This design comes from an exercise in tuning for small area, a short achievable clock period and few clock cycles per item on the open sky130 flow, not from production work. RTL that was checked went through simulation tests only; none was proved equivalent to the original. Power and IR drop assume default switching activity.

oak:
==> flow/design.v (excerpt) <==
module ascii_arith_command_interpreter (
   input  logic        clock,
   input  logic        reset,
   input  logic        req_valid,
   output logic        req_ready,
   input  logic [7:0]  req_byte_req,
   output logic        rsp_valid,
   input  logic        rsp_ready,
   output logic [2:0]  rsp_status,
   output logic [31:0] rsp_value
);
clock: 10.0 ns
lec_check: 0
cap_margin: 20
core_margin: 2
core_utilization: 45
slew_margin: 20
standard.sh (not shown) runs the stock make flow with config.mk's settings and CLKGATE_MAP_FILE= SYNTH_SCRIPT=/design/flow/synth_recipe.tcl, a recipe that flattens the netlist after the stock synthesis.
==> flow/flow/run.sh <==
#!/bin/bash
# The standard layout, with the setup repair aiming for 6.9 ns of slack at the 10 ns clock
# (a 3.1 ns path target, about what the output paths allow) instead of none, so repair_timing
# works towards the period the design can reach.  Each tool's output goes to standard.log here.
bash standard.sh SETUP_SLACK_MARGIN=6.9 finish > standard.log 2>&1
oak finished every stage and its layout cleared the timing, DRC and antenna checks.
Testbench counts of oak, summed over its fixed seeds: cycles 85,220, lines 3,200.
Setup changes, oak to pine
Settings: CORE_UTILIZATION: 45 -> 50.
==> flow/flow/run.sh <==
#!/bin/bash
# Standard layout with a deeper setup repair target; tool output goes to standard.log here.
bash standard.sh SETUP_SLACK_MARGIN=7 finish > standard.log 2>&1
Notes after the runs:
Total area of multi-input combinational cells ended up 58 sq um higher on pine than on oak. [compare] base=oak new=pine: period utilization was more or less identical; final cell area excluding filler cells moved up; tapcell count went down. Compared with oak, pine shows a cell count of the worst reg-to-reg path that is 1 lower. Looking at final standard cell utilization of the core, pine sits 6.7 points above oak. Per the comparison of pine with oak, post-layout total power rose by 0.32%, growth of design area from synthesis to finish rose 1.6 points.
Inputs modified between pine and birch:
Settings: changing CORE_UTILIZATION from 50 to 40.
==> flow/flow/run.sh <==
#!/bin/bash
# The standard layout, with the setup repair aiming for 6.9 ns of slack at the 10 ns clock
# (a 3.1 ns path target, about what the output paths allow) instead of none, so repair_timing
# works towards the period the design can reach.  Each tool's output goes to standard.log here.
bash standard.sh SETUP_SLACK_MARGIN=6.9 finish > standard.log 2>&1
## What came out
Worst setup path startpoint: t_ff[29] -> birch, t_ff[28] -> pine
Diff pine and birch: via density per instance higher in pine
Going from pine to birch, final period demand of the worst path increased 16 ps; number of well taps increased about 33%; effective utilization at floorplan decreased 9.9 points.
The inputs of maple differ from those of birch as listed below.
==> flow/flow/run.sh <==
#!/bin/bash
bash standard.sh SETUP_SLACK_MARGIN=6.8 finish > standard.log 2>&1
## What came out
birch and maple all finish clean.
Post-route worst setup slack on maple is down relative to birch.
Relative to birch, first-pass GRT wire length has gone down in maple.
[compare] base=birch new=maple: complex-gate fraction of the synthesized area closely matched the old numbers; relative slew slack decreased by 3.7 points relative to the old numbers; internal power summed over all cells increased by 0.65% relative to the old numbers.
> inputs changed (maple -> cedar)
==> flow/flow/run.sh <==
#!/bin/bash
# Standard layout with a deeper setup repair target; tool output goes to standard.log here.
bash standard.sh SETUP_SLACK_MARGIN=7 finish > standard.log 2>&1
Findings:
cedar vs. maple: relative max-transition margin went up by 24 points; detailed-route wire length grew by 1.4%. cedar reached the end of the flow, and the finished layout is clean on the timing, DRC and antenna checks. Higher net load switching power goes to maple over cedar.


## the baseline
ascii_arith_command_interpreter, a different RTL version from the one above (not shown whole).
Size: about 1,100 cells after synthesis, about 140 flip-flops, about 49 I/O pins, about 12,000 sq um of cells after synthesis.
==> flow/config.mk <==
export PLATFORM = sky130hd
export DESIGN_NAME = ascii_arith_command_interpreter
export DESIGN_NICKNAME = ascii_arith_command_interpreter
export VERILOG_FILES = /design/flow/design.v
export SDC_FILE = /design/flow/constraint.sdc
export NUM_CORES = 4
export LEC_CHECK = 0
export CAP_MARGIN = 20
export CORE_MARGIN = 2
export CORE_UTILIZATION = 50
export SLEW_MARGIN = 20
==> flow/constraint.sdc <==
create_clock -name core_clock -period 10.0 [get_ports {clock}]
set_input_delay 2.0000 -clock core_clock [delete_from_list [all_inputs] [get_ports {clock}]]
set_output_delay 2.0000 -clock core_clock [all_outputs]
set_load 0.01 [all_outputs]
==> flow/flow/run.sh <==
#!/bin/bash
# Standard layout with a deeper setup repair target; tool output goes to standard.log here.
bash standard.sh SETUP_SLACK_MARGIN=7 finish > standard.log 2>&1
The following lists how the candidate was set up differently from the baseline:
- a change of CORE_UTILIZATION from 50 to 40
## What came out
The data-path buffer share of cell area in the final layout number comes out higher for the candidate vs the baseline. The candidate vs the baseline, number of buffers inserted to repair setup after CTS went up by about 16%. | horizontal die dimension | the candidate vs the baseline | about 11% higher |. The candidate and the baseline ended up with nearly the same sequential cell area. From the baseline to the candidate the numbers moved as follows: fraction of standard cell area that is sequential -0.28 points; maximum level of the CTS H-tree ~0 delta; slack of the critical path -0.12 ns; number of tapcells +99; count of placed standard cells including taps +6.9%. Relative to the baseline, stage delay of the slowest cell on the critical path has gone up in the candidate. The candidate vs the baseline — total wirelength of the detailed-routed design rose 1.9%.
Function was not checked in any run of this note: the RTL went through the layout flow alone.


Another version of the RTL of ascii_arith_command_interpreter (not shown whole).
For scale: about 1200 cells after synthesis, about 140 flip-flops, ~49 I/O pins.
clock: 10.0 ns
lec_check: 0
cap_margin: 20
core_margin: 2
core_utilization: 55
slew_margin: 20
==> flow/flow/run.sh <==
#!/bin/bash
# Standard layout with a deeper setup repair target; tool output goes to standard.log here.
bash standard.sh SETUP_SLACK_MARGIN=6.6 finish > standard.log 2>&1
Testbench counts at the start, summed over its fixed seeds: cycles 85,220, lines 3,200.
Rerun with:
==> flow/flow/run.sh (replaced) <==
#!/bin/bash
# Standard layout with a deeper setup repair target; tool output goes to standard.log here.
bash standard.sh SETUP_SLACK_MARGIN=7 finish > standard.log 2>&1
CORE_UTILIZATION = 40   (was 55)
Outcome: The new run finished clean; clock-buffer cell count falls by 5; flip-flop and latch count does not change; final area rises by a few percent; total power falls slightly.


== 02-25 ==
ascii_arith_command_interpreter, a different RTL version from the one above (not shown whole).
For scale: about 920 cells after synthesis, about 110 flip-flops, roughly 49 I/O pins.
export LEC_CHECK = 0
export CAP_MARGIN = 20
export CORE_MARGIN = 2
export CORE_UTILIZATION = 40
export SLEW_MARGIN = 20
create_clock -name core_clock -period 10.0 [get_ports {clock}]
==> flow/flow/run.sh <==
#!/bin/bash
# Standard layout with a deeper setup repair target; tool output goes to standard.log here.
bash standard.sh SETUP_SLACK_MARGIN=7 finish > standard.log 2>&1
02-25 reached the end of the flow, and the finished layout is clean on the timing, DRC and antenna checks.
Setup changes, 02-25 to 10-14
Settings: SETUP_SLACK_MARGIN now 5, previously not set.
==> flow/run.sh (new file) <==
#!/bin/bash
# synth_recipe.tcl (not shown) runs the flow's synth.tcl, then flattens the netlist and writes it again
# the make line also repeats each setting of config.mk as NAME=value (left out here)
make -C /OpenROAD-flow-scripts/flow DESIGN_CONFIG=/design/flow/config.mk WORK_HOME=/design/flow/orfs CLKGATE_MAP_FILE= SYNTH_SCRIPT=/design/flow/synth_recipe.tcl finish
removed: flow/flow/run.sh
removed: flow/standard.sh
The later-pin clock latency in the skew report was comparable across 02-25 and 10-14.
10-14 vs 02-25: worst-case vdd ir drop down in 10-14
Cmp 10-14 vs 02-25: non-clock buffer contribution to total cell area lower in 10-14
Number of slew-limit violations in the final report: 02-25 vs 10-14 identical
Delta (10-14 minus 02-25): total power decreased 17 uW, share of total power in sequential cells shrank by 0.2 points, worst setup slack has increased.
Max logic gate share of total power across 02-25 and 10-14: 02-25
The number of instances in the placed design on 10-14 is in line with that on 02-25.
In the flow results for 02-25 and 10-14, the fraction of layout instances using a drive strength above 1 is smaller on 10-14.
Diff 02-25 -> 10-14 | combinational power | down slightly
Function was not checked in any run of this note: the RTL went through the layout flow alone.

afterwards: timing with drivers on the ports:
The results above use ideal ports. As a check the final layouts listed here were re-extracted and re-timed, cells and wires unchanged.
Step 1, drivers: a clkbuf_16 drives clock and a buf_2 each remaining input, both assumed.
Step 2 adds t to the input delays and takes it off the output delays; t is the mean of the earliest and latest rising clock arrival at the registers after step 1. Input paths then give back, and output paths get back, about the clock's delay inside the block.
a / b / c = no drivers / after step 1 / after step 2; a / b = the first two.
| run | t, ns | setup WS [ns] | clock arrival spread, ns | worst slew at a driven data input, ns |
|---|---|---|---|---|
| oak | 0.484 | 6.922 / 6.869 / 6.493 | 0.019 / 0.019 | 0.05 |
| pine | 0.477 | 6.936 / 6.888 / 6.601 | 0.019 / 0.019 | 0.03 |
| birch | 0.477 | 6.920 / 6.869 / 6.495 | 0.014 / 0.015 | 0.03 |
| maple | 0.482 | 6.828 / 6.776 / 6.428 | 0.013 / 0.014 | 0.03 |
| cedar | 0.486 | 6.915 / 6.864 / 6.568 | 0.011 / 0.011 | 0.04 |
| the baseline | 0.478 | 6.945 / 6.895 / 6.581 | 0.013 / 0.013 | 0.04 |
| the candidate | 0.478 | 6.827 / 6.777 / 6.627 | 0.016 / 0.016 | 0.06 |
| the first run of note 3 | 0.472 | 6.641 / 6.594 / 6.190 | 0.007 / 0.007 | 0.03 |
| the second run of note 3 | 0.488 | 6.871 / 6.857 / 6.401 | 0.014 / 0.014 | 0.05 |
| 02-25 | 0.413 | 4.494 / 4.494 / 4.494 | 0.012 / 0.012 | 0.05 |
| 10-14 | 0.403 | 4.600 / 4.600 / 4.600 | 0.010 / 0.010 | 0.04 |
After both steps setup and hold are still met in every run listed. For the second run of note 3, which loses most, drivers alone change the setup slack by -0.014 ns; drivers and shift together by -0.470 ns.
